From an optimization exercise on the open Yosys and OpenROAD flow, aimed at a short achievable clock period and few clock cycles; shortcuts taken in it are not production practice.
In this exercise RTL edits were held to simulation tests only and were not proved equivalent to the original.
No activity file was given, so power comes from the tool's default toggle rates.

==> design.v <==
`default_nettype none
package rv_pkg;
   typedef logic [32-1:0]          word_t;
   typedef logic [$clog2(32)-1:0] reg_idx_t;
   typedef logic [2:0]                   funct3_t;
   typedef logic [32/8-1:0]        byte_mask_t;
   localparam int BTB_N = 8;
   typedef logic [$clog2(BTB_N)-1:0] btb_idx_t;
   typedef struct packed {
      logic     is_branch;
      logic     is_jal;
      logic     is_jalr;
      logic     is_load;
      logic     is_store;
      logic     reg_write;
      logic     use_a;        
      logic     use_b;        
      logic     a_pc;         
      logic     a_zero;       
      logic     b_imm;        
      logic     b_four;       
      logic     f_add;
      logic     f_sub;
      logic     f_sll;
      logic     f_slt;
      logic     f_sltu;
      logic     f_xor;
      logic     f_srl;
      logic     f_sra;
      logic     f_or;
      logic     f_and;
      word_t    imm;
   } pdec_t;
   typedef struct packed {
      logic     valid;
      pdec_t    d;
      funct3_t  funct3;
      reg_idx_t rd;
      logic     wen;          
      word_t    pc;
      word_t    pc4;
      logic     pred_taken;   
      word_t    pred_tgt;
      logic     btb_hit;
      btb_idx_t btb_idx;
      word_t    rs_a;         
      word_t    rs_b;
      word_t    a_base;       
      word_t    b_base;       
      logic     fwd_a;        
      logic     fwd_b;
      logic     fwd_aa;       
      logic     fwd_ab;
   } fx_reg_t;
   typedef struct packed {
      logic     wen;
      logic     is_load;
      reg_idx_t rd;
      funct3_t  funct3;
      word_t    result;       
   } xm_reg_t;
endpackage
`default_nettype wire
`default_nettype none
module rv_fetch (
   input  wire logic         clk_i,
   input  wire logic         t_intr,
   output rv_pkg::word_t     imem_addr_o,
   input  rv_pkg::word_t     imem_rdata_i,
   output rv_pkg::reg_idx_t  raddr_a_o,
   output rv_pkg::reg_idx_t  raddr_b_o,
   input  rv_pkg::word_t     rdata_a_i,
   input  rv_pkg::word_t     rdata_b_i,
   input  wire logic         stall_i,       
   input  rv_pkg::word_t     ld_data_i,     
   input  wire logic         mispred_i,
   input  wire logic         cond_i,
   input  wire logic         mp0_i,
   input  wire logic         mp1_i,
   input  rv_pkg::word_t     rd0_i,
   input  rv_pkg::word_t     rd1_i,
   input  wire logic         resolve_i,     
   input  wire logic         taken_i,
   input  rv_pkg::word_t     tgt_i,
   output rv_pkg::fx_reg_t   fx_o
);
   localparam int N = rv_pkg::BTB_N;
   rv_pkg::word_t   pc_q;
   rv_pkg::word_t   pc_seq;
   rv_pkg::word_t   pc_next;
   rv_pkg::fx_reg_t fx_q;
   rv_pkg::pdec_t   dec;
   logic            valid_q;
   logic            wen_q;    
   logic                 btb_v   [0:N-1];
   logic [9:0]           btb_tag [0:N-1];
   rv_pkg::word_t        btb_tgt [0:N-1];
   logic [1:0]           btb_ctr [0:N-1];
   rv_pkg::btb_idx_t     btb_rr;
   logic             hit;
   rv_pkg::btb_idx_t hit_idx;
   logic             pred_taken;
   rv_pkg::word_t    pred_tgt;
   always_comb begin
      hit        = 1'b0;
      hit_idx    = '0;
      pred_taken = 1'b0;
      pred_tgt   = '0;
      for (int i = 0; i < N; i++) begin
         if (btb_v[i] && btb_tag[i] == pc_q[11:2]) begin
            hit        = 1'b1;
            hit_idx    = hit_idx | rv_pkg::btb_idx_t'(i);
            pred_taken = pred_taken | btb_ctr[i][1];
            pred_tgt   = pred_tgt | btb_tgt[i];
         end
      end
   end
   logic             upd_q;
   logic             upd_hit_q;
   logic             upd_taken_q;
   rv_pkg::btb_idx_t upd_idx_q;
   logic [9:0]       upd_tag_q;
   rv_pkg::word_t    upd_tgt_q;
   logic             alloc;
   always_ff @(posedge clk_i or posedge t_intr) begin
      if (t_intr) upd_q <= 1'b0;
      else        upd_q <= resolve_i && (fx_q.btb_hit || taken_i);
   end
   always_ff @(posedge clk_i) begin
      upd_hit_q   <= fx_q.btb_hit;
      upd_taken_q <= taken_i;
      upd_idx_q   <= fx_q.btb_idx;
      upd_tag_q   <= fx_q.pc[11:2];
      upd_tgt_q   <= tgt_i;
   end
   assign alloc = upd_q && !upd_hit_q;
   always_ff @(posedge clk_i or posedge t_intr) begin
      if (t_intr) begin
         for (int i = 0; i < N; i++) begin
            btb_v[i] <= 1'b0;
         end
         btb_rr <= '0;
      end else if (alloc) begin
         btb_v[btb_rr] <= 1'b1;
         btb_rr        <= btb_rr + 1'b1;
      end
   end
   always_ff @(posedge clk_i) begin
      if (upd_q) begin
         if (upd_hit_q) begin
            if (upd_taken_q) begin
               if (btb_ctr[upd_idx_q] != 2'b11) btb_ctr[upd_idx_q] <= btb_ctr[upd_idx_q] + 2'b01;
               btb_tgt[upd_idx_q] <= upd_tgt_q;
            end else if (btb_ctr[upd_idx_q] != 2'b00) begin
               btb_ctr[upd_idx_q] <= btb_ctr[upd_idx_q] - 2'b01;
            end
         end else begin
            btb_tag[btb_rr] <= upd_tag_q;
            btb_tgt[btb_rr] <= upd_tgt_q;
            btb_ctr[btb_rr] <= 2'b10;
         end
      end
   end
   assign pc_seq = pc_q + 32'd4;
   rv_pkg::word_t f_next;    
   rv_pkg::word_t pc_next0;
   rv_pkg::word_t pc_next1;
   always_comb begin
      if (stall_i)         f_next = pc_q;
      else if (pred_taken) f_next = pred_tgt;
      else                 f_next = pc_seq;
   end
   assign pc_next0 = mp0_i ? rd0_i : f_next;
   assign pc_next1 = mp1_i ? rd1_i : f_next;
   assign pc_next  = cond_i ? pc_next1 : pc_next0;
   always_ff @(posedge clk_i or posedge t_intr) begin
      if (t_intr) pc_q <= 32'h0000_0000;
      else        pc_q <= pc_next;
   end
   assign imem_addr_o = pc_q;
   rv_decoder u_decoder (
      .instr_i (imem_rdata_i),
      .d_o     (dec)
   );
   assign raddr_a_o = imem_rdata_i[19:15];
   assign raddr_b_o = imem_rdata_i[24:20];
   logic fa;
   logic fb;
   assign fa = wen_q && fx_q.rd == imem_rdata_i[19:15] && dec.use_a;
   assign fb = wen_q && fx_q.rd == imem_rdata_i[24:20] && dec.use_b;
   always_ff @(posedge clk_i or posedge t_intr) begin
      if (t_intr) begin
         valid_q <= 1'b0;
         wen_q   <= 1'b0;
      end else if (mispred_i) begin
         valid_q <= 1'b0;
         wen_q   <= 1'b0;
      end else if (!stall_i) begin
         valid_q <= 1'b1;
         wen_q   <= dec.reg_write && imem_rdata_i[11:7] != '0;
      end
   end
   always_ff @(posedge clk_i) begin
      if (stall_i) begin
         if (fx_q.fwd_a) fx_q.rs_a <= ld_data_i;
         if (fx_q.fwd_b) fx_q.rs_b <= ld_data_i;
         if (fx_q.fwd_aa) fx_q.a_base <= ld_data_i;
         if (fx_q.fwd_ab) fx_q.b_base <= fx_q.d.f_sub ? ~ld_data_i : ld_data_i;
         fx_q.fwd_a  <= 1'b0;
         fx_q.fwd_b  <= 1'b0;
         fx_q.fwd_aa <= 1'b0;
         fx_q.fwd_ab <= 1'b0;
      end else begin
         fx_q.d          <= dec;
         fx_q.funct3     <= imem_rdata_i[14:12];
         fx_q.rd         <= imem_rdata_i[11:7];
         fx_q.pc         <= pc_q;
         fx_q.pc4        <= pc_seq;
         fx_q.pred_taken <= pred_taken;
         fx_q.pred_tgt   <= pred_tgt;
         fx_q.btb_hit    <= hit;
         fx_q.btb_idx    <= hit_idx;
         fx_q.rs_a       <= rdata_a_i;
         fx_q.rs_b       <= rdata_b_i;
         fx_q.a_base     <= dec.a_zero ? '0 : dec.a_pc ? pc_q : rdata_a_i;
         fx_q.b_base     <= dec.b_four ? 32'd4 : dec.b_imm ? dec.imm
                            : dec.f_sub ? ~rdata_b_i : rdata_b_i;
         fx_q.fwd_a      <= fa;
         fx_q.fwd_b      <= fb;
         fx_q.fwd_aa     <= fa && !dec.a_pc && !dec.a_zero;
         fx_q.fwd_ab     <= fb && !dec.b_imm && !dec.b_four;
      end
   end
   always_comb begin
      fx_o       = fx_q;
      fx_o.valid = valid_q;
      fx_o.wen   = wen_q;
   end
endmodule
`default_nettype wire
`default_nettype none
module rv_decoder (
   input  rv_pkg::word_t instr_i,
   output rv_pkg::pdec_t d_o
);
   logic [6:0]      opcode;
   rv_pkg::funct3_t funct3;
   logic            f7b5;
   logic            alu_op;    
   logic            alur;
   assign opcode = instr_i[6:0];
   assign funct3 = instr_i[14:12];
   assign f7b5   = instr_i[30];
   assign alur   = (opcode == 7'b0110011);
   assign alu_op = alur || (opcode == 7'b0010011);
   always_comb begin
      d_o = '0;
      d_o.is_branch = (opcode == 7'b1100011);
      d_o.is_jal    = (opcode == 7'b1101111);
      d_o.is_jalr   = (opcode == 7'b1100111);
      d_o.is_load   = (opcode == 7'b0000011);
      d_o.is_store  = (opcode == 7'b0100011);
      d_o.reg_write = alu_op || d_o.is_load || d_o.is_jal || d_o.is_jalr
                      || (opcode == 7'b0110111) || (opcode == 7'b0010111);
      d_o.use_a     = alu_op || d_o.is_load || d_o.is_store || d_o.is_branch || d_o.is_jalr;
      d_o.use_b     = alur || d_o.is_store || d_o.is_branch;
      d_o.a_pc      = (opcode == 7'b0010111) || d_o.is_jal || d_o.is_jalr;
      d_o.a_zero    = (opcode == 7'b0110111);
      d_o.b_four    = d_o.is_jal || d_o.is_jalr;
      d_o.b_imm     = !alur && !d_o.b_four;
      d_o.f_sub  = alur && funct3 == 3'b000 && f7b5;
      d_o.f_add  = !alu_op || (funct3 == 3'b000 && !d_o.f_sub);
      d_o.f_sll  = alu_op && funct3 == 3'b001;
      d_o.f_slt  = alu_op && funct3 == 3'b010;
      d_o.f_sltu = alu_op && funct3 == 3'b011;
      d_o.f_xor  = alu_op && funct3 == 3'b100;
      d_o.f_srl  = alu_op && funct3 == 3'b101 && !f7b5;
      d_o.f_sra  = alu_op && funct3 == 3'b101 && f7b5;
      d_o.f_or   = alu_op && funct3 == 3'b110;
      d_o.f_and  = alu_op && funct3 == 3'b111;
      case (opcode)
         7'b0110111, 7'b0010111:
            d_o.imm = {instr_i[31:12], 12'b0};
         7'b1101111:
            d_o.imm = {{11{instr_i[31]}}, instr_i[31], instr_i[19:12], instr_i[20],
                       instr_i[30:21], 1'b0};
         7'b1100011:
            d_o.imm = {{19{instr_i[31]}}, instr_i[31], instr_i[7], instr_i[30:25],
                       instr_i[11:8], 1'b0};
         7'b0100011:
            d_o.imm = {{20{instr_i[31]}}, instr_i[31:25], instr_i[11:7]};
         default:
            d_o.imm = {{20{instr_i[31]}}, instr_i[31:20]};
      endcase
   end
endmodule
`default_nettype wire
`default_nettype none
module rv_regfile (
   input  wire logic        clk_i,
   input  wire logic        t_intr,
   input  rv_pkg::reg_idx_t raddr_a_i,
   input  rv_pkg::reg_idx_t raddr_b_i,
   output rv_pkg::word_t    rdata_a_o,
   output rv_pkg::word_t    rdata_b_o,
   input  wire logic        we_i,       
   input  rv_pkg::reg_idx_t waddr_i,
   input  rv_pkg::word_t    wdata_i
);
   rv_pkg::word_t regs [1:32-1];
   always_ff @(posedge clk_i or posedge t_intr) begin
      if (t_intr) begin
         for (int i = 1; i < 32; i++) begin
            regs[i] <= '0;
         end
      end else if (we_i) begin
         regs[waddr_i] <= wdata_i;
      end
   end
   always_comb begin
      if (raddr_a_i == '0)                 rdata_a_o = '0;
      else if (we_i && waddr_i == raddr_a_i) rdata_a_o = wdata_i;
      else                                 rdata_a_o = regs[raddr_a_i];
      if (raddr_b_i == '0)                 rdata_b_o = '0;
      else if (we_i && waddr_i == raddr_b_i) rdata_b_o = wdata_i;
      else                                 rdata_b_o = regs[raddr_b_i];
   end
endmodule
`default_nettype wire
`default_nettype none
module rv_execute (
   input  wire logic        clk_i,
   input  wire logic        t_intr,
   input  rv_pkg::fx_reg_t  fx_i,
   input  rv_pkg::xm_reg_t  xm_i,         
   input  rv_pkg::word_t    ld_data_i,    
   output rv_pkg::xm_reg_t  xm_o,
   output logic             dmem_we_q_o,
   output logic             dmem_re_q_o,
   output rv_pkg::byte_mask_t dmem_be_q_o,
   output rv_pkg::word_t    dmem_wdata_q_o,
   output logic             stall_o,
   output logic             mispred_o,
   output rv_pkg::word_t    redirect_pc_o,
   output logic             cond_o,
   output logic             mp0_o,
   output logic             mp1_o,
   output rv_pkg::word_t    rd0_o,
   output rv_pkg::word_t    rd1_o,
   output logic             resolve_o,
   output logic             taken_o,
   output rv_pkg::word_t    tgt_o
);
   rv_pkg::word_t op_a;       
   rv_pkg::word_t op_b;
   rv_pkg::word_t alu_a;
   rv_pkg::word_t alu_b;
   rv_pkg::word_t sum;
   rv_pkg::word_t alu_res;
   logic          cond;
   rv_pkg::word_t br_tgt;
   rv_pkg::word_t jalr_sum;
   logic          tgt_ok;
   logic          go;         
   logic [1:0]    offs;
   rv_pkg::word_t st_val;     
   rv_pkg::xm_reg_t xm_q;
   logic          we_q;
   logic          re_q;
   rv_pkg::byte_mask_t be_q;
   rv_pkg::word_t wdata_q;
   function automatic logic sum_eq(input rv_pkg::word_t a, input rv_pkg::word_t b,
                                   input rv_pkg::word_t c, input logic skip0);
      logic [32:0] k;    
      logic [32:0] co;   
      logic ok;
      k  = {1'b0, a ^ b ^ c};
      co[0] = 1'b0;
      for (int i = 0; i < 32; i++) begin
         co[i+1] = (a[i] ^ b[i]) ? !c[i] : a[i];
      end
      ok = 1'b1;
      for (int i = 1; i < 32; i++) begin
         ok = ok && (k[i] == co[i]);
      end
      if (!skip0) ok = ok && !k[0];
      sum_eq = ok;
   endfunction
   function automatic logic br_cond(input rv_pkg::funct3_t f3, input rv_pkg::word_t a,
                                    input rv_pkg::word_t b);
      logic c;
      case (f3)
         3'b000:  c = (a == b);
         3'b001:  c = (a != b);
         3'b100:  c = ($signed(a) < $signed(b));
         3'b101:  c = ($signed(a) >= $signed(b));
         3'b110:  c = (a < b);
         3'b111:  c = (a >= b);
         default: c = 1'b0;
      endcase
      br_cond = c;
   endfunction
   assign op_a  = fx_i.fwd_a  ? xm_i.result : fx_i.rs_a;
   assign op_b  = fx_i.fwd_b  ? xm_i.result : fx_i.rs_b;
   assign alu_a = fx_i.fwd_aa ? xm_i.result : fx_i.a_base;
   assign alu_b = fx_i.fwd_ab ? xm_i.result : fx_i.b_base;
   rv_pkg::word_t bx_n;       
   rv_pkg::word_t sum00;
   rv_pkg::word_t sum10;
   rv_pkg::word_t sum01;
   rv_pkg::word_t sum11;
   assign bx_n  = fx_i.d.f_sub ? ~xm_i.result : xm_i.result;
   assign sum00 = fx_i.a_base + fx_i.b_base + {31'b0, fx_i.d.f_sub};
   assign sum10 = xm_i.result + fx_i.b_base + {31'b0, fx_i.d.f_sub};
   assign sum01 = fx_i.a_base + bx_n + {31'b0, fx_i.d.f_sub};
   assign sum11 = xm_i.result + bx_n + {31'b0, fx_i.d.f_sub};
   assign sum   = fx_i.fwd_aa ? (fx_i.fwd_ab ? sum11 : sum10) : (fx_i.fwd_ab ? sum01 : sum00);
   always_comb begin
      alu_res = '0;
      if (fx_i.d.f_add || fx_i.d.f_sub) alu_res = alu_res | sum;
      if (fx_i.d.f_sll)  alu_res = alu_res | (alu_a << alu_b[4:0]);
      if (fx_i.d.f_srl)  alu_res = alu_res | (alu_a >> alu_b[4:0]);
      if (fx_i.d.f_sra)  alu_res = alu_res | 32'($signed(alu_a) >>> alu_b[4:0]);
      if (fx_i.d.f_slt)  alu_res = alu_res | {31'b0, $signed(alu_a) < $signed(alu_b)};
      if (fx_i.d.f_sltu) alu_res = alu_res | {31'b0, alu_a < alu_b};
      if (fx_i.d.f_xor)  alu_res = alu_res | (alu_a ^ alu_b);
      if (fx_i.d.f_or)   alu_res = alu_res | (alu_a | alu_b);
      if (fx_i.d.f_and)  alu_res = alu_res | (alu_a & alu_b);
   end
   logic c00;
   logic c10;
   logic c01;
   logic c11;
   assign c00 = br_cond(fx_i.funct3, fx_i.rs_a, fx_i.rs_b);
   assign c10 = br_cond(fx_i.funct3, xm_i.result, fx_i.rs_b);
   assign c01 = br_cond(fx_i.funct3, fx_i.rs_a, xm_i.result);
   assign c11 = (fx_i.funct3 == 3'b000) || (fx_i.funct3 == 3'b101) || (fx_i.funct3 == 3'b111);
   assign cond = fx_i.fwd_a ? (fx_i.fwd_b ? c11 : c10) : (fx_i.fwd_b ? c01 : c00);
   assign stall_o = fx_i.valid && xm_i.is_load && (fx_i.fwd_a || (fx_i.fwd_b && !fx_i.d.is_store));
   assign st_val  = (fx_i.fwd_b && xm_i.is_load) ? ld_data_i : op_b;
   assign go      = fx_i.valid && !stall_o;
   rv_pkg::word_t jalr_sum_r;
   rv_pkg::word_t jalr_sum_x;
   logic          jalr_ok_r;
   logic          jalr_ok_x;
   logic          jalr_ok;
   logic          is_jump;
   logic          t0;
   logic          t1;
   assign br_tgt     = fx_i.pc + fx_i.d.imm;
   assign jalr_sum_r = fx_i.rs_a + fx_i.d.imm;
   assign jalr_sum_x = xm_i.result + fx_i.d.imm;
   assign jalr_sum   = fx_i.fwd_a ? jalr_sum_x : jalr_sum_r;
   assign jalr_ok_r  = sum_eq(fx_i.rs_a, fx_i.d.imm, fx_i.pred_tgt, 1'b1);
   assign jalr_ok_x  = sum_eq(xm_i.result, fx_i.d.imm, fx_i.pred_tgt, 1'b1);
   assign jalr_ok    = fx_i.fwd_a ? jalr_ok_x : jalr_ok_r;
   assign tgt_o      = fx_i.d.is_jalr ? {jalr_sum[32-1:1], 1'b0} : br_tgt;
   assign tgt_ok     = fx_i.d.is_jalr ? jalr_ok : sum_eq(fx_i.pc, fx_i.d.imm, fx_i.pred_tgt, 1'b0);
   assign taken_o    = fx_i.d.is_jal || fx_i.d.is_jalr || (fx_i.d.is_branch && cond);
   assign is_jump = fx_i.d.is_jal || fx_i.d.is_jalr;
   assign t0      = is_jump;
   assign t1      = is_jump || fx_i.d.is_branch;
   assign mp0_o   = go && (fx_i.pred_taken ? !(t0 && tgt_ok) : t0);
   assign mp1_o   = go && (fx_i.pred_taken ? !(t1 && tgt_ok) : t1);
   assign rd0_o   = t0 ? tgt_o : fx_i.pc4;
   assign rd1_o   = t1 ? tgt_o : fx_i.pc4;
   assign cond_o  = fx_i.d.is_branch && cond;
   assign resolve_o     = go;
   assign mispred_o     = cond_o ? mp1_o : mp0_o;
   assign redirect_pc_o = cond_o ? rd1_o : rd0_o;
   assign offs = sum[1:0];
   always_ff @(posedge clk_i or posedge t_intr) begin
      if (t_intr) begin
         xm_q.wen     <= 1'b0;
         xm_q.is_load <= 1'b0;
         we_q         <= 1'b0;
         re_q         <= 1'b0;
      end else begin
         xm_q.wen     <= go && fx_i.wen;
         xm_q.is_load <= go && fx_i.d.is_load;
         we_q         <= go && fx_i.d.is_store;
         re_q         <= go && fx_i.d.is_load;
      end
   end
   always_ff @(posedge clk_i) begin
      xm_q.rd     <= fx_i.rd;
      xm_q.funct3 <= fx_i.funct3;
      xm_q.result <= alu_res;
      case (fx_i.funct3[1:0])
         2'b00: begin
            wdata_q <= {4{st_val[7:0]}};
            be_q    <= 4'b0001 << offs;
         end
         2'b01: begin
            wdata_q <= {2{st_val[15:0]}};
            be_q    <= 4'b0011 << {offs[1], 1'b0};
         end
         default: begin
            wdata_q <= st_val;
            be_q    <= 4'b1111;
         end
      endcase
   end
   assign xm_o           = xm_q;
   assign dmem_we_q_o    = we_q;
   assign dmem_re_q_o    = re_q;
   assign dmem_be_q_o    = be_q;
   assign dmem_wdata_q_o = wdata_q;
endmodule
`default_nettype wire
`default_nettype none
module rv_lsu (
   input  rv_pkg::xm_reg_t  xm_i,
   input  rv_pkg::word_t    dmem_rdata_i,
   output logic             rf_we_o,
   output rv_pkg::reg_idx_t rf_waddr_o,
   output rv_pkg::word_t    rf_wdata_o,
   output rv_pkg::word_t    ld_data_o
);
   rv_pkg::word_t shifted;
   assign shifted = dmem_rdata_i >> {xm_i.result[1:0], 3'b000};
   always_comb begin
      case (xm_i.funct3)
         3'b000:  ld_data_o = {{24{shifted[7]}}, shifted[7:0]};      
         3'b001:  ld_data_o = {{16{shifted[15]}}, shifted[15:0]};    
         3'b100:  ld_data_o = {24'b0, shifted[7:0]};                 
         3'b101:  ld_data_o = {16'b0, shifted[15:0]};                
         default: ld_data_o = dmem_rdata_i;
      endcase
   end
   assign rf_we_o    = xm_i.wen;
   assign rf_waddr_o = xm_i.rd;
   assign rf_wdata_o = xm_i.is_load ? ld_data_o : xm_i.result;
endmodule
`default_nettype wire
`default_nettype none
module rv_core_top (
   input  wire logic           clk_i,
   input  wire logic           t_intr,
   output rv_pkg::word_t       imem_addr_o,
   input  rv_pkg::word_t       imem_rdata_i,
   output rv_pkg::word_t       dmem_addr_o,
   output logic                dmem_we_o,
   output logic                dmem_re_o,
   output rv_pkg::byte_mask_t  dmem_be_o,
   output rv_pkg::word_t       dmem_wdata_o,
   input  rv_pkg::word_t       dmem_rdata_i
);
   rv_pkg::fx_reg_t  fx;
   rv_pkg::xm_reg_t  xm;
   rv_pkg::reg_idx_t raddr_a;
   rv_pkg::reg_idx_t raddr_b;
   rv_pkg::word_t    rdata_a;
   rv_pkg::word_t    rdata_b;
   logic             stall;
   logic             mispred;
   rv_pkg::word_t    redirect_pc;
   logic             cond;
   logic             mp0;
   logic             mp1;
   rv_pkg::word_t    rd0;
   rv_pkg::word_t    rd1;
   logic             resolve;
   logic             taken;
   rv_pkg::word_t    tgt;
   logic             rf_we;
   rv_pkg::reg_idx_t rf_waddr;
   rv_pkg::word_t    rf_wdata;
   rv_pkg::word_t    ld_data;
   rv_fetch u_fetch (
      .clk_i         (clk_i),
      .t_intr        (t_intr),
      .imem_addr_o   (imem_addr_o),
      .imem_rdata_i  (imem_rdata_i),
      .raddr_a_o     (raddr_a),
      .raddr_b_o     (raddr_b),
      .rdata_a_i     (rdata_a),
      .rdata_b_i     (rdata_b),
      .stall_i       (stall),
      .ld_data_i     (ld_data),
      .mispred_i     (mispred),
      .cond_i        (cond),
      .mp0_i         (mp0),
      .mp1_i         (mp1),
      .rd0_i         (rd0),
      .rd1_i         (rd1),
      .resolve_i     (resolve),
      .taken_i       (taken),
      .tgt_i         (tgt),
      .fx_o          (fx)
   );
   rv_regfile u_regfile (
      .clk_i     (clk_i),
      .t_intr    (t_intr),
      .raddr_a_i (raddr_a),
      .raddr_b_i (raddr_b),
      .rdata_a_o (rdata_a),
      .rdata_b_o (rdata_b),
      .we_i      (rf_we),
      .waddr_i   (rf_waddr),
      .wdata_i   (rf_wdata)
   );
   rv_execute u_execute (
      .clk_i          (clk_i),
      .t_intr         (t_intr),
      .fx_i           (fx),
      .xm_i           (xm),
      .ld_data_i      (ld_data),
      .xm_o           (xm),
      .dmem_we_q_o    (dmem_we_o),
      .dmem_re_q_o    (dmem_re_o),
      .dmem_be_q_o    (dmem_be_o),
      .dmem_wdata_q_o (dmem_wdata_o),
      .stall_o        (stall),
      .mispred_o      (mispred),
      .redirect_pc_o  (redirect_pc),
      .cond_o         (cond),
      .mp0_o          (mp0),
      .mp1_o          (mp1),
      .rd0_o          (rd0),
      .rd1_o          (rd1),
      .resolve_o      (resolve),
      .taken_o        (taken),
      .tgt_o          (tgt)
   );
   rv_lsu u_lsu (
      .xm_i         (xm),
      .dmem_rdata_i (dmem_rdata_i),
      .rf_we_o      (rf_we),
      .rf_waddr_o   (rf_waddr),
      .rf_wdata_o   (rf_wdata),
      .ld_data_o    (ld_data)
   );
   assign dmem_addr_o = {xm.result[32-1:2], 2'b00};
endmodule
`default_nettype wire
==> flow/run.sh <==
#!/bin/bash
# The standard layout (standard.sh: standard synthesis, floorplan, place, cts, route, finish)
# with a tighter setup-repair target for ORFS's repair_timing steps and repair focused on the
# worst endpoints. The clock, constraints and everything else are the standard flow's.
set -euo pipefail
bash standard.sh SETUP_SLACK_MARGIN=6.5 TNS_END_PERCENT=20 finish > standard_finish.log 2>&1
==> standard.sh <==
#!/bin/bash
# synth_recipe.tcl (not shown) runs the flow's synth.tcl, then flattens the netlist and writes it again
# the make line also repeats each setting of config.mk as NAME=value (left out here)
make -C /OpenROAD-flow-scripts/flow DESIGN_CONFIG=/design/flow/config.mk WORK_HOME=/design/flow/orfs CLKGATE_MAP_FILE= SYNTH_SCRIPT=/design/flow/synth_recipe.tcl "${@:-finish}"
==> config.mk <==
export PLATFORM = sky130hd
export DESIGN_NAME = rv_core_top
export DESIGN_NICKNAME = rv_core_top
export VERILOG_FILES = /design/flow/design.v
export SDC_FILE = /design/flow/constraint.sdc
export NUM_CORES = 4
export LEC_CHECK = 0
export ABC_CLOCK_PERIOD_IN_PS = 3000
export CAP_MARGIN = 20
export CORE_MARGIN = 2
export CORE_UTILIZATION = 35
export SLEW_MARGIN = 20
==> constraint.sdc <==
create_clock -name core_clock -period 10.0 [get_ports {clk_i}]
set_input_delay 2.0000 -clock core_clock [delete_from_list [all_inputs] [get_ports {clk_i}]]
set_output_delay 2.0000 -clock core_clock [all_outputs]
set_load 0.01 [all_outputs]
==> results of run 1 <==
-- per-layer routing --
metal  GRT overflow  GRT usage (%)
met1              1           42.3
met4              2           27.1
met2              0           50.7
met3              0           19.2
met5              0           7.96
-- cell usage after synthesis (58+ instances only) --
master,n,share of area [%]
o21ai_0,1440,6.9
dfxtp_1,127,2.4
nand2_1,1621,5.8
nor3_1,156,0.74
and3_1,97,0.58
o211ai_1,70,0.50
mux2i_1,257,2.5
dfrtp_1,1041,25
a211oi_1,80,0.57
ha_1,374,4.5
nor2b_1,63,0.38
nand2b_1,74,0.44
mux2_2,80,0.86
maj3_1,58,0.55
a221o_1,63,0.60
a222oi_1,87,0.83
a21o_1,128,0.92
xnor2_1,352,2.9
nand3_1,220,1.0
a22oi_1,925,6.6
clkbuf_1,751,2.7
nor2_1,530,1.9
xor2_1,209,1.7
edfxtp_1,634,18
inv_1,325,1.2
nand4_1,207,1.2
a21oi_1,458,2.2
-- worst max-delay path by stage --
stage                                start  depth (start not counted)               end
after detailed placement  imem_rdata_i[22]                         12  u_fetch.fx_q[30]
after global placement    imem_rdata_i[21]                         12  u_fetch.fx_q[24]
after CTS                 u_fetch.pc_q[25]                          1   imem_addr_o[25]
after floorplan                     t_intr                          1    u_execute.we_q
-- through the flow --
step	worst slack (ns)	area [um2]	hold WS [ns]
2_1_floorplan	-6.35	105000	0.323
4_1_cts	6.16	133000	0.344
3_3_place_gp	3.63	111000	0.325
3_5_place_dp	3.63	111000	0.329
-- logic make-up after synthesis --
| logic type | count (synthesis) |
|---|---|
| DFF | 1802 |
| muxes | 360 |
| adders and majority gates | 439 |
| other | 1 |
| AOI/OAI and AO/OA | 3742 |
| buffers and inverters | 1222 |
| xor gates and xnor gates | 562 |
| and+or+nand+nor | 3166 |
-- power by group through the flow --
stage	Sequential, mW	Combinational (mW)	Clock [mW]
floorplan	9.14	5.55	0
global placement	9.61	8.53	0
detailed placement	9.61	8.62	0
CTS	9.42	10.8	7.97
-- repair_timing --
item | 4_1_cts
buffers inserted | 576
hold buffers | 0
resized for setup | 1631
cloned | 125
endpoints found under the setup margin | 1414
pin swaps | 382
==> impl_metrics.ini, run 1 <==
[logic_synthesis]
synth_cells = 11300
synth_compound_area_share_pct = 22.9
yosys.area_share.simple_pct = 13.5
ys_seq_elements = 1802
synth.area.mux_share_pct = 3.78
synthXorXnorAreaFrac_pct = 4.71
syn-cell-area_um2 = 105000
synth_top_family_by_area = compound AO/OA/AOI/OAI gates
avgSynthCellArea_um2 = 9.29
async_reset_ff_share_pct = 57.8
synthAdderAreaFrac_pct = 5.15
synth_edf_count = 634
yosysSeqAreaShare_pct = 45.4
yosysUniqueCellTypes = 98
ys.flop_type = dfrtp_1
yosysWarnings = 7

[grt]
grt_usage_pct = 36.7
grt.overflow.total = 3
grt_max_degree = 180

[placement]
hpwlAfterDp_um = 328000
place.gp.congestion = 1.05
io_buffers = 165
post-place-cells = 14800

[outcome]
error_line = [ERROR GRT-0232] Routing congestion too high. Check the congestion heatmap in the GUI.
lastStage = 5_1_grt
status = aborted with a tool error

[cts]
cts.sinks = 1802
cts_buffer_depth = 4
htree_levels = 4
cts_made_buffers = 201
cts.root.buffer_cell = clkbuf_16

[die]
die_y_um = 551
initial_core_util_pct = 35.3
fp.dieW_um = 551
rows = 200
ios = 168
Testbench counts, summed over its fixed seeds: cycles 209,135.
==> inputs of run 2 (changes only) <==
--- a/design.v
+++ b/design.v
@@ -48,3 +48,3 @@
       word_t    a_base;       
-      word_t    b_base;       
+      word_t    b_base;
       logic     fwd_a;        
@@ -207,3 +207,3 @@
          if (fx_q.fwd_aa) fx_q.a_base <= ld_data_i;
-         if (fx_q.fwd_ab) fx_q.b_base <= fx_q.d.f_sub ? ~ld_data_i : ld_data_i;
+         if (fx_q.fwd_ab) fx_q.b_base <= ld_data_i;
          fx_q.fwd_a  <= 1'b0;
@@ -225,4 +225,3 @@
          fx_q.a_base     <= dec.a_zero ? '0 : dec.a_pc ? pc_q : rdata_a_i;
-         fx_q.b_base     <= dec.b_four ? 32'd4 : dec.b_imm ? dec.imm
-                            : dec.f_sub ? ~rdata_b_i : rdata_b_i;
+         fx_q.b_base     <= dec.b_four ? 32'd4 : dec.b_imm ? dec.imm : rdata_b_i;
          fx_q.fwd_a      <= fa;
@@ -381,2 +380,3 @@
       end
+      if (skip0) co[1] = a[0] && b[0];    
       ok = 1'b1;
@@ -406,13 +406,27 @@
    assign alu_b = fx_i.fwd_ab ? xm_i.result : fx_i.b_base;
-   rv_pkg::word_t bx_n;       
-   rv_pkg::word_t sum00;
-   rv_pkg::word_t sum10;
-   rv_pkg::word_t sum01;
-   rv_pkg::word_t sum11;
-   assign bx_n  = fx_i.d.f_sub ? ~xm_i.result : xm_i.result;
-   assign sum00 = fx_i.a_base + fx_i.b_base + {31'b0, fx_i.d.f_sub};
-   assign sum10 = xm_i.result + fx_i.b_base + {31'b0, fx_i.d.f_sub};
-   assign sum01 = fx_i.a_base + bx_n + {31'b0, fx_i.d.f_sub};
-   assign sum11 = xm_i.result + bx_n + {31'b0, fx_i.d.f_sub};
-   assign sum   = fx_i.fwd_aa ? (fx_i.fwd_ab ? sum11 : sum10) : (fx_i.fwd_ab ? sum01 : sum00);
+   rv_pkg::word_t add00;
+   rv_pkg::word_t add10;
+   rv_pkg::word_t add01;
+   rv_pkg::word_t add11;
+   rv_pkg::word_t sub00;
+   rv_pkg::word_t sub10;
+   rv_pkg::word_t sub01;
+   logic [6:0]    pick;
+   assign add00 = fx_i.a_base + fx_i.b_base;
+   assign add10 = xm_i.result + fx_i.b_base;
+   assign add01 = fx_i.a_base + xm_i.result;
+   assign add11 = xm_i.result + xm_i.result;
+   assign sub00 = fx_i.a_base - fx_i.b_base;
+   assign sub10 = xm_i.result - fx_i.b_base;
+   assign sub01 = fx_i.a_base - xm_i.result;    
+   assign pick[0] = !fx_i.d.f_sub && !fx_i.fwd_aa && !fx_i.fwd_ab;
+   assign pick[1] = !fx_i.d.f_sub &&  fx_i.fwd_aa && !fx_i.fwd_ab;
+   assign pick[2] = !fx_i.d.f_sub && !fx_i.fwd_aa &&  fx_i.fwd_ab;
+   assign pick[3] = !fx_i.d.f_sub &&  fx_i.fwd_aa &&  fx_i.fwd_ab;
+   assign pick[4] =  fx_i.d.f_sub && !fx_i.fwd_aa && !fx_i.fwd_ab;
+   assign pick[5] =  fx_i.d.f_sub &&  fx_i.fwd_aa && !fx_i.fwd_ab;
+   assign pick[6] =  fx_i.d.f_sub && !fx_i.fwd_aa &&  fx_i.fwd_ab;
+   assign sum = (add00 & {32{pick[0]}}) | (add10 & {32{pick[1]}}) | (add01 & {32{pick[2]}})
+              | (add11 & {32{pick[3]}}) | (sub00 & {32{pick[4]}}) | (sub10 & {32{pick[5]}})
+              | (sub01 & {32{pick[6]}});
    always_comb begin
--- a/config.mk
+++ b/config.mk
@@ -9,4 +9,6 @@
 export CAP_MARGIN = 20
+export CELL_PAD_IN_SITES_DETAIL_PLACEMENT = 1
+export CELL_PAD_IN_SITES_GLOBAL_PLACEMENT = 2
 export CORE_MARGIN = 2
-export CORE_UTILIZATION = 35
+export CORE_UTILIZATION = 30
 export SLEW_MARGIN = 20
==> run 2 against run 1 <==
Effect of this change: now clean on timing, DRC and antenna; synthesized cell count is 2.9% higher; synthesized area is 2.4% higher.
==> impl_metrics.ini, run 2 <==
[outcome]
status = no timing/DRC/antenna violations

[logic_synthesis]
yosysUniqueCellTypes = 122
synth_area_leaders = dfrtp_1 24%, edfxtp_1 18%, o21ai_0 7.0%
synth_top_area_share_pct = 24.3
synthTopCellsByCount = 1528 x nand2_1, 1511 x o21ai_0, 1041 x dfrtp_1, 704 x clkbuf_1, 634 x edfxtp_1
synth_most_common_cell = nand2_1
synthAdderAreaFrac_pct = 5.83
synth_edf_count = 634
ys_seq_elements = 1802
yosysWarnings = 7
synth_top_family_by_area = compound AO/OA/AOI/OAI gates
yosysSeqAreaShare_pct = 44.4
yosysTopAreaCell = dfrtp_1
synthXorXnorAreaFrac_pct = 3.71
synth_compound_area_share_pct = 24.8
synth.area.mux_share_pct = 2.92
syn-cell-area_um2 = 107000
synth_cells = 11600
async_reset_ff_share_pct = 57.8
yosys.area_share.simple_pct = 13.3
avgSynthCellArea_um2 = 9.24
ys.flop_type = dfrtp_1

[cts]
cts.sinks = 1802
clock_latency_ns = 1.00
clk_pin_slew_ns = 0.06
cts.root.buffer_cell = clkbuf_16
ctsHoldBuffers = 0
htree_levels = 4
cts_made_buffers = 216
cts_buffer_depth = 4
cts_tree = yes

[timing]
hold_viol_final = 0
period_share_pct = 41.0
hold_ws_ns = 0.343
post-route-min-period_ns = 4.10
tightest_slew_ns = 1.28
drv_slew = 0
timing.slew.headroom_pct = 14.0
setup_slack_ns = 5.90
rsz0062_at_grt = true
fin_worst_skew_ns = 0.0968
max_freq_ghz = 0.244
setup_viol = 0

[final_layout]
regMostFlops = u_regfile.regs
nFillCells = 38800
final_common_cell = nand2_1
num-nets-final = 13200
reg_top3 = u_regfile.regs x992, u_fetch.fx_q x286, u_fetch.btb_tgt x256
final_core_util_pct = 41.2
final_cell_mix = 1475 x nand2_1, 1356 x o21ai_0, 1021 x dfrtp_1, 945 x buf_4, 634 x edfxtp_1
area_growth_pct = 36.5
drive_gt1_share_pct = 25.8
largest_reg_flops = 992

[flow_run]
max_cap_viol_count = 0

[critical_path]
cp-start-kind = input port
cp_cell_sequence = buf_16 -> buf_12 -> nand3b_1 -> buf_6 -> nor2_4 -> buf_6 -> buf_12 -> buf_12 -> buf_4 -> a222oi_1 -> nand4_1 -> nor3_4 -> a221o_1 -> nor2_1 -> a21oi_1 -> o21ai_1
crit_buf_inv = 7
cpPeakStageDelay_ns = 0.34
crit_type = input port to register
critical_path.max_fanout = 7
cp_slowest_cell = a222oi_1
crit_path_frequent_cell = buf_12
required_ns = 10.65
critical-path-top-delay-family = buffers and inverters
crit_arrival_ns = 4.74
end_kind = register

[pwr]
clkPwrFrac_pct = 24.7
p_sw_share_pct = 42.2
p_int_mw = 19.6
p_total_mw = 33.9
seqPwrFrac_pct = 29.0
p_sw_mw = 14.3
ir_worst_vdd_mv = 0.147
p_comb_share_pct = 46.3
leakagePower_nw = 59.9
powerDensity_nw_per_um2 = 231

[die]
initial_core_util_pct = 30.2
fp.dieW_um = 602
rows = 219
core_area_um2 = 356000
die_y_um = 602
die_area_um2 = 363000
ios = 168

[placement]
hpwlAfterDp_um = 453000
io_buffers = 165
place.gp.congestion = 0.967
post-place-ws_ns = 3.12

[drt]
post_drt_wl_per_cell_um = 41.9
dr.pass1.iters = 13
drc_errors = 0
vias = 112000
final_antenna_net_count = 0
via_per_inst = 6.32
routed_wirelength_um = 738000
drtIter0Drc = 14800

[grt]
grt_max_degree = 163
grt_pass1_vias = 110000
grt_usage_pct = 39.2
grt_pass1_wl_um = 981000
antenna_found_initial = 92
grt.overflow.total = 0

[hold_path]
hold_path_class = register to register
==> run 2: cell types whose count changed after synthesis, moves of 74 or more <==
cell	previous run	this run
a21oi_1	458	597
a221oi_1	40	256
a22o_1	46	247
a22oi_1	925	521
inv_1	325	399
nand2_1	1621	1528
xor2_1	209	111
==> run 2: routing by layer <==
layer / wire, um / global-route usage (%) / vias up / part of all wire (%)
li1: - / - / 45300 / -
met1: 286000 / 48.2 / 56900 / 39
met2: 317000 / 59.7 / 6895 / 43
met3: 73100 / 11.1 / 2409 / 9.9
met4: 61700 / 26.3 / 38 / 8.4
met5: 475 / 0.515 / - / 0.064
==> run 2: final cells by class <==
| cell class | instances | area (um2) | area share [%] |
|---|---|---|---|
| flip-flops and latches | 1802 | 47800 | 32.6 |
| repair buffers | 1751 | 21400 | 14.6 |
| diodes | 44 | 110 | 0.0751 |
| multi-input cells | 8488 | 62400 | 42.6 |
| well taps | 4751 | 5940 | 4.06 |
| inverters | 407 | 1700 | 1.16 |
| clock buffers | 292 | 6120 | 4.17 |
| repair inverters | 2 | 17.5 | 0.0119 |
| clock inverters | 106 | 1160 | 0.791 |
==> run 2: final timing paths <==
path / from / endpoint / slack, ns / cells past startpoint
setup / recovery: imem_rdata_i[15] / u_fetch.fx_q[44] / 5.90 / 16
setup reg to reg: u_execute.xm_q[3] / u_fetch.pc_q[28] / 5.98 / 18
max in group asynchronous: t_intr / u_regfile.regs[3][12] / 6.37 / 4
min in group asynchronous: t_intr / u_regfile.regs[15][2] / 1.75 / 3
hold / removal: u_fetch.fx_q[134] / u_fetch.upd_idx_q[2] / 0.34 / 0
hold reg to reg: u_fetch.fx_q[134] / u_fetch.upd_idx_q[2] / 0.34 / 0
==> run 2: stage by stage <==
stage	cell area (um2)	std cells	TNS, ns
global route	147000	17600	0
floorplan	107000	11600	-6612.14
finish	147000	17600	0
CTS	142000	17300	0
global placement	115000	15900	0
detailed placement	115000	15900	0
==> run 2: timing repair <==
action                                   CTS  global route
gates resized for setup                 2111           575
pin swaps                                533           362
gates cloned                             123            11
endpoints found under the setup margin  1502           810
setup buffers                            905           240
==> run 2: logic make-up (layout without fill, tap and decap cells) <==
logic type / Yosys count / in the layout
adder cells (fa/ha/maj): 506 / 506
other: 1 / 46
flip-flops: 1802 / 1802
multiplexers: 293 / 297
AO/OA/AOI/OAI: 4059 / 4064
XOR/XNOR: 441 / 441
AND/OR/NAND/NOR: 3166 / 3178
buffers and inverters: 1356 / 2558
==> run 2: power by group through the flow <==
stage / Sequential (mW) / Combinational, mW / Clock (mW)
after global placement: 10.1 / 10.6 / 0
after detailed placement: 10.2 / 10.7 / 0
after global routing: 9.86 / 16.3 / 8.75
after floorplan: 9.40 / 6.34 / 0
final: 9.84 / 15.7 / 8.39
after CTS: 9.78 / 14.6 / 8.48
Testbench counts of run 2, summed over its fixed seeds: cycles 209,135.
==> inputs of run 3 (changes only) <==
==> run.sh (new file) <==
#!/bin/bash
# synth_recipe.tcl (not shown) runs the flow's synth.tcl, then flattens the netlist and writes it again
# the make line also repeats each setting of config.mk as NAME=value (left out here)
make -C /OpenROAD-flow-scripts/flow DESIGN_CONFIG=/design/flow/config.mk WORK_HOME=/design/flow/orfs CLKGATE_MAP_FILE= SYNTH_SCRIPT=/design/flow/synth_recipe.tcl finish
--- a/config.mk
+++ b/config.mk
@@ -12,3 +12,6 @@
 export CORE_MARGIN = 2
-export CORE_UTILIZATION = 30
+export CORE_UTILIZATION = 25
+export PLACE_DENSITY = 0.4
+export SETUP_SLACK_MARGIN = 5
 export SLEW_MARGIN = 20
+export TNS_END_PERCENT = 20
removed: flow/run.sh
removed: standard.sh
==> run 3 against run 2 <==
Effect of this change: still clean; via count decreased by 9.4%; core utilization decreased by 12 points; synthesized area unchanged; largest cell class unchanged.
==> impl_metrics.ini, run 3 <==
[grt]
antenna_found_initial = 68
grt_max_degree = 136
grt_pass1_vias = 101000
grt_pass1_wl_um = 957000
grt.overflow.total = 0
grt_usage_pct = 32.1

[critical_path]
required_ns = 10.75
crit_type = input port to register
crit_buf_inv = 3
cpPeakStageDelay_ns = 0.61
critical-path-top-delay-family = simple AND/OR/NAND/NOR gates
critical_path.max_fanout = 23
cp_slowest_cell = or3b_2
crit_arrival_ns = 5.90
cp_cell_sequence = clkdlybuf4s50_1 -> buf_6 -> or3b_2 -> nor2_4 -> buf_12 -> a21oi_1 -> nand4_1 -> or4_1 -> nor2_1 -> a221o_1 -> nor2_1 -> a21oi_1 -> o21ai_0
end_kind = register
cp-start-kind = input port

[placement]
io_buffers = 165
hpwlAfterDp_um = 509000
post-place-ws_ns = 3.19
place.gp.congestion = 0.923

[logic_synthesis]
async_reset_ff_share_pct = 57.8
avgSynthCellArea_um2 = 9.24
ys_seq_elements = 1802
synth_edf_count = 634
ys.flop_type = dfrtp_1
yosysWarnings = 7
synth_most_common_cell = nand2_1
yosysUniqueCellTypes = 122
yosysTopAreaCell = dfrtp_1
yosysSeqAreaShare_pct = 44.4
syn-cell-area_um2 = 107000
synthTopCellsByCount = 1528 x nand2_1, 1511 x o21ai_0, 1041 x dfrtp_1, 704 x clkbuf_1, 634 x edfxtp_1
synth_cells = 11600
synth_area_leaders = dfrtp_1 24%, edfxtp_1 18%, o21ai_0 7.0%
synth_top_area_share_pct = 24.3

[timing]
hold_viol_final = 0
timing.slew.headroom_pct = 17.3
fin_worst_skew_ns = 0.0838
setup_viol = 0
post-route-min-period_ns = 5.15
max_freq_ghz = 0.194
fin_setup_tns_ns = 0
drv_slew = 0
tightest_slew_ns = 1.23
period_share_pct = 51.5
rsz0062_at_grt = true
setup_slack_ns = 4.85

[die]
ios = 168
initial_core_util_pct = 25.1
die_y_um = 659
rows = 240
fp.dieW_um = 659
core_area_um2 = 428000
die_area_um2 = 435000

[drt]
drc_errors = 0
drtIter0Drc = 10300
dr.pass1.iters = 9
via_per_inst = 5.78
final_antenna_net_count = 0
post_drt_wl_per_cell_um = 41.0
routed_wirelength_um = 716000
vias = 101000

[pwr]
powerDensity_nw_per_um2 = 241
leakagePower_nw = 50.6
p_total_mw = 30.3
ir_worst_vdd_mv = 0.153

[final_layout]
regArea_um2 = 47700
area_growth_pct = 17.1
final_cell_mix = 1505 x o21ai_0, 1500 x nand2_1, 1037 x dfrtp_1, 634 x edfxtp_1, 580 x a21oi_1
nFillCells = 48400
final_core_util_pct = 29.4
drive_gt1_share_pct = 10.5
regMostFlops = u_regfile.regs
largest_reg_flops = 992
reg_top3 = u_regfile.regs x992, u_fetch.fx_q x286, u_fetch.btb_tgt x256
num-nets-final = 12000
final_common_cell = o21ai_0
multiInputGateArea_um2 = 55900

[cts]
clock_latency_ns = 1.02
cts_buffer_depth = 4
htree_levels = 4
clk_pin_slew_ns = 0.06
cts_made_buffers = 230
cts.sinks = 1802
cts.root.buffer_cell = clkbuf_16
cts_tree = yes
ctsHoldBuffers = 0

[flow_run]
max_cap_viol_count = 0

[outcome]
status = no timing/DRC/antenna violations

[hold_path]
hold_path_class = register to register
[run 3: cell counts after synthesis]
Identical to the previous run, type by type.
[run 3: kinds of logic (layout without fill, tap and decap cells)]
| logic type | after synthesis | count (layout) | share of synthesized area [%] |
|---|---|---|---|
| compound gates | 4059 | 4059 | 24.8 |
| xor+xnor | 441 | 441 | 3.71 |
| fa+ha+maj | 506 | 506 | 5.83 |
| buf+inv | 1356 | 1453 | 5.06 |
| flops | 1802 | 1802 | 44.4 |
| mux | 293 | 293 | 2.92 |
| other cells | 1 | 65 | 0.00349 |
| simple gates | 3166 | 3166 | 13.3 |
[run 3: cell type report]
type                            instances  area share [%]
Antenna cell                           63           0.125
Inverter                              407            1.23
Timing Repair Buffer                  614            4.40
Multi-Input combinational cell       8467            44.4
Sequential cell                      1802            37.9
Tap cell                             5687            5.66
Clock inverter                         86           0.741
Clock buffer                          346            5.50
[run 3: routing by layer]
metal | vias to the layer above | part of all wire [%] | global-route usage, %
met2 | 4097 | 47 | 53.4
met3 | 1339 | 5.0 | 4.08
met5 | - | 0.015 | 0
li1 | 42900 | - | -
met1 | 52700 | 43 | 41.8
met4 | 16 | 4.9 | 13.7
[run 3: per-stage QoR]
| stage | cells | instance area [um2] | hold WS [ns] |
|---|---|---|---|
| after floorplan | 11600 | 107000 | 0.323 |
| after global placement | 16900 | 116000 | 0.328 |
| after detailed placement | 16900 | 117000 | 0.334 |
| after CTS | 17400 | 125000 | 0.348 |
| after global routing | 17500 | 126000 | 0.355 |
| final | 17500 | 126000 | 0.343 |
[run 3: path summary, 6_finish.rpt]
path                                        start                   end  slack (ns)  cells after the start
worst max-delay path             imem_rdata_i[17]      u_fetch.fx_q[57]        4.85                     13
worst min-delay path            u_fetch.fx_q[133]  u_fetch.upd_idx_q[1]        0.34                      0
worst max register to register    u_fetch.fx_q[0]    u_execute.xm_q[29]        4.91                     14
worst min register to register  u_fetch.fx_q[133]  u_fetch.upd_idx_q[1]        0.34                      0
max in group asynchronous                  t_intr      u_fetch.pc_q[17]        6.54                      4
min in group asynchronous                  t_intr  u_regfile.regs[6][2]        1.36                      2
[run 3: what timing repair did]
item | 4_1_cts | 5_1_grt
resized for setup | 72 | 57
pin swaps | 15 | 3
endpoints found under the hold margin | 0 | 0
setup endpoints to repair | 184 | 91
setup buffers | 56 | 13
[run 3: report_power, final]
part	switching, mW	internal [mW]	leakage (nW)	total [mW]
Clock	3.66	5.07	3.84	8.73
Combinational	7.85	3.67	29.7	11.5
Sequential	1.43	8.65	17.1	10.1
Total	12.9	17.4	50.6	30.3

## re-timing with driven ports
In the flow no input, the clock included, has a driving cell. The finished layouts below were timed again as built, in two steps. Step 1 assumes that a clkbuf_16 drives the clock port and a buf_2 every other input. Step 2, shift: input delay + t, output delay - t, t = (earliest + latest rising clock arrival at the registers) / 2. This alone moves slack from input paths to output paths. Three values: ideal, step 1, step 2; two values: the first two.
| run | t (ns) | setup WS [ns] | worst setup path after step 2 |
|---|---|---|---|
| run 2 | 1.062 | 5.901 / 5.855 / 4.792 | input to register |
| run 3 | 1.070 | 4.849 / 4.880 / 3.810 | input to register |
After both steps setup and hold are still met in every run listed. The setup slack of run 2, which loses most, moves by -0.046 ns with the drivers and by -1.109 ns with both steps.
